What follows belongs to an exercise in optimizing a design on an open flow for small area; a production flow would make more cautious choices.
RTL that was checked went through simulation tests only; none was proved equivalent to the original.
Power figures rest on the tool's default switching activity, not on a simulated workload.

## build 97
Design sm_top, start of the top module:
module sm_top (
    input  logic               clk,
    input  logic               rst,
    input  sm_isa_pkg::instr_t instruction,
    output sm_data_pkg::pc_t   pc,
    input  logic               shift_dir,
    input  sm_data_pkg::word_t tx_data,
    input  logic               tx_valid,
    output logic               tx_ready,
    output sm_data_pkg::word_t rx_data,
    output logic               rx_valid,
    input  logic               rx_ready
);
Settings: LEC_CHECK=0, CAP_MARGIN=20, CORE_MARGIN=2, CORE_UTILIZATION=50, SLEW_MARGIN=20, SYNTH_HIERARCHICAL=1; clock period 5.0 ns.
standard.sh (not shown) runs the stock make flow with config.mk's settings and CLKGATE_MAP_FILE= SYNTH_SCRIPT=/design/flow/synth_recipe.tcl, a recipe that flattens the netlist after the stock synthesis.
==> flow/flow/run.sh <==
#!/bin/bash
# The standard layout, with these changes: the port buffers are the
# smallest buffer cell; clock tree synthesis uses small clock buffers and adds
# no dummy loads; after global routing, gates off the critical paths are
# downsized (ORFS power recovery).
set -euo pipefail
export BUFFER_PORTS_ARGS="-buffer_cell sky130_fd_sc_hd__buf_1"
export CTS_ARGS="-sink_clustering_enable -repair_clock_nets -dont_use_dummy_load -buf_list {sky130_fd_sc_hd__clkbuf_4 sky130_fd_sc_hd__clkbuf_8}"
export RECOVER_POWER=100
bash standard.sh > standard.log 2>&1
Build 97: all stages done; final checks FAILED (max-capacitance violations, max-slew violations).
Modified inputs, build 26 compared to build 97
==> flow/flow/run.sh <==
#!/bin/bash
# The standard layout, with two changes: the port buffers are the smallest
# buffer cell, and clock tree synthesis adds no dummy loads.
set -euo pipefail
export BUFFER_PORTS_ARGS="-buffer_cell sky130_fd_sc_hd__buf_1"
export CTS_ARGS="-sink_clustering_enable -repair_clock_nets -dont_use_dummy_load"
bash standard.sh > standard.log 2>&1
## What came out
Build 26 completed; timing, DRC and antenna clean
Completing all stages was not enough for build 97: its layout failed the final checks because of max-capacitance violations, max-slew violations.
Per the comparison of build 26 with build 97, number of multi-input logic gates flat, critical path buffer and inverter count flat, synthesized area flat, delay of the slowest cell on the worst path down 0.10 ns.
Run comparison: build 26 endpoint of the most critical setup path x[30]; build 97 endpoint of the most critical setup path pc[4]
Changes in build 65 relative to build 26:
==> flow/flow/run.sh <==
#!/bin/bash
# The standard layout, with two changes: the port buffers are the
# smallest buffer cell, and clock tree synthesis uses small clock buffers in
# small clusters and adds no dummy loads.
set -euo pipefail
export BUFFER_PORTS_ARGS="-buffer_cell sky130_fd_sc_hd__buf_1"
export CTS_ARGS="-sink_clustering_enable -repair_clock_nets -dont_use_dummy_load -buf_list {sky130_fd_sc_hd__clkbuf_4} -sink_clustering_size 8 -sink_clustering_max_diameter 40"
bash standard.sh > standard.log 2>&1
Results
The flow did not stop early for build 26: all stages ran, and the layout cleared the timing, design-rule and antenna checks.
In summary, build 65 completed successfully, with a layout that passed the timing, design-rule and antenna checks.
Share of total power in combinational logic delta for build 65 relative to build 26: 2.9 points higher
Met1 track demand over resource: build 65 vs build 26 — no meaningful difference
Build 65 vs build 26 — post-layout worst setup margin rose 0.036 ns.
[compare] base=build 26 new=build 65: wire length of the first global-routing pass flat, wire length flat, fmax up 0.82%, via count of the routed design flat, total power down 10%.

sm_top, a different RTL version from the one above (not shown whole).
Size in the first run: ~92 I/O pins.
clock: 5.0 ns
lec_check: 0
cap_margin: 20
core_margin: 2
core_utilization: 40
place_density: 0.92
slew_margin: 20
synth_hierarchical: 1
==> flow/flow/run.sh <==
#!/bin/bash
# The standard layout, with two changes: the port buffers are the
# smallest buffer cell, and clock tree synthesis uses small clock buffers in
# small clusters and adds no dummy loads.
set -euo pipefail
export BUFFER_PORTS_ARGS="-buffer_cell sky130_fd_sc_hd__buf_1"
export CTS_ARGS="-sink_clustering_enable -repair_clock_nets -dont_use_dummy_load -buf_list {sky130_fd_sc_hd__clkbuf_4} -sink_clustering_size 8 -sink_clustering_max_diameter 40"
bash standard.sh > standard.log 2>&1
The baseline finished with timing, DRC and antenna clean.
Edit:
--- a/flow/config.mk
+++ b/flow/config.mk
@@ -9,5 +9,5 @@
 export CORE_MARGIN = 2
 export CORE_UTILIZATION = 40
-export PLACE_DENSITY = 0.92
+export PLACE_DENSITY = 0.8
 export SLEW_MARGIN = 20
 export SYNTH_HIERARCHICAL = 1
The changed run finished with timing, DRC and antenna clean.
Utilization is about the same.
Wire length falls by 3.2%.
Synthesized area stays the same.
Cell count barely changes.

Another version of the RTL of sm_top (not shown whole).
Size in the first run: ~1200 cells after synthesis, ~14000 um^2 of cells after synthesis.
==> flow/config.mk <==
export PLATFORM = sky130hd
export DESIGN_NAME = sm_top
export DESIGN_NICKNAME = sm_top
export VERILOG_FILES = /design/flow/design.v
export SDC_FILE = /design/flow/constraint.sdc
export NUM_CORES = 4
export LEC_CHECK = 0
export CAP_MARGIN = 20
export CORE_MARGIN = 2
export CORE_UTILIZATION = 40
export SLEW_MARGIN = 20
export SYNTH_HIERARCHICAL = 1
==> flow/constraint.sdc <==
create_clock -name core_clock -period 5.0 [get_ports {clk}]
set_input_delay 1.0000 -clock core_clock [delete_from_list [all_inputs] [get_ports {clk}]]
set_output_delay 1.0000 -clock core_clock [all_outputs]
set_load 0.01 [all_outputs]
Scripts as last shown in full above: flow/flow/run.sh
Rerun with:
- CORE_UTILIZATION: 40 -> 50
Outcome: Total power went down by 0.67%; wire length went down by 3.9%; design area went down by 0.59%; maximum frequency went down by 3.9%; combinational power is about the same; worst setup slack degrades by 0.17 ns; non-clock buffer count went down by 2; clock skew went up by 0.0051 ns.
Rerun with:
- CORE_UTILIZATION: 50 -> 40
- PLACE_DENSITY: not set -> 0.8
The changed run completed with no timing, DRC or antenna violations.
Design area is about the same.
Non-clock buffer count decreases by 13.
Global-route usage decreases by 6.0 points.
Setup slack loses 0.011 ns.
Die area increases by 24%.
Core utilization decreases by 11 points.

== run A ==
Another version of the RTL of sm_top (not shown whole).
For scale: roughly 1200 cells after synthesis, ~0.014 mm^2 of cells after synthesis.
==> flow/config.mk <==
export PLATFORM = sky130hd
export DESIGN_NAME = sm_top
export DESIGN_NICKNAME = sm_top
export VERILOG_FILES = /design/flow/design.v
export SDC_FILE = /design/flow/constraint.sdc
export NUM_CORES = 4
export LEC_CHECK = 0
export CAP_MARGIN = 20
export CORE_MARGIN = 2
export CORE_UTILIZATION = 40
export GPL_ROUTABILITY_DRIVEN = 0
export PLACE_DENSITY = 0.8
export SLEW_MARGIN = 20
export SYNTH_HIERARCHICAL = 1
==> flow/constraint.sdc <==
create_clock -name core_clock -period 5.0 [get_ports {clk}]
set_input_delay 1.0000 -clock core_clock [delete_from_list [all_inputs] [get_ports {clk}]]
set_output_delay 1.0000 -clock core_clock [all_outputs]
set_load 0.01 [all_outputs]
Scripts as last shown in full above: flow/flow/run.sh
What run B does differently from run A at the input level:
# run A
export LEC_CHECK = 0
export CAP_MARGIN = 20
export CORE_MARGIN = 2
export CORE_UTILIZATION = 40
export GPL_ROUTABILITY_DRIVEN = 0
export PLACE_DENSITY = 0.8
export SLEW_MARGIN = 20
export SYNTH_HIERARCHICAL = 1
create_clock -name core_clock -period 5.0 [get_ports {clk}]
# run B
export LEC_CHECK = 0
export CAP_MARGIN = 20
export CORE_MARGIN = 2
export CORE_UTILIZATION = 40
export PLACE_DENSITY = 0.8
export SLEW_MARGIN = 20
export SYNTH_HIERARCHICAL = 1
create_clock -name core_clock -period 5.0 [get_ports {clk}]
## What came out
Reported sequential group power essentially unchanged between run A and run B.
Going from run A to run B, number of logic stages on the critical path including buffering shrinks by 1.
Run B against run A: total routed wirelength rose by about 1.1%; global-route wire length before repair rose by about 2.1%.
No run of this note included a check of the RTL's function; only the layout flow was run.

## what the ideal ports hide
Ports are ideal in the flow. The routed layouts listed here were re-timed in OpenROAD. Step 1 assumes that a clkbuf_16 drives the clock port and a buf_2 every other input. Step 2 moves the port delays by t, midway between the first and last clock arrival at a register: inputs arrive t later, outputs are due t later. That takes back most of the time a late clock gives input paths. Three values: ideal, step 1, step 2; two values: the first two.
run	shift t [ns]	setup WS [ns]	worst register clock-pin slew, ns	cell pins on the clock port's net
build 97	0.584	0.441 / 0.458 / -0.126	0.06 / 0.06	1
build 26	0.581	0.558 / 0.580 / -0.001	0.06 / 0.06	1
build 65	0.684	0.594 / 0.613 / -0.071	0.10 / 0.10	1
the first run of note 2	0.654	0.573 / 0.595 / -0.060	0.10 / 0.10	1
the second run of note 2	0.658	0.522 / 0.545 / -0.113	0.10 / 0.10	1
the first run of note 3	0.684	0.793 / 0.809 / 0.125	0.09 / 0.09	1
the second run of note 3	0.669	0.621 / 0.647 / -0.022	0.10 / 0.10	1
the third run of note 3	0.653	0.610 / 0.635 / -0.018	0.09 / 0.09	1
run A	0.688	0.613 / 0.637 / -0.051	0.10 / 0.10	1
run B	0.689	0.612 / 0.627 / -0.062	0.11 / 0.11	1
For run B, which loses most, drivers alone change the setup slack by +0.015 ns; drivers and shift together by -0.674 ns.
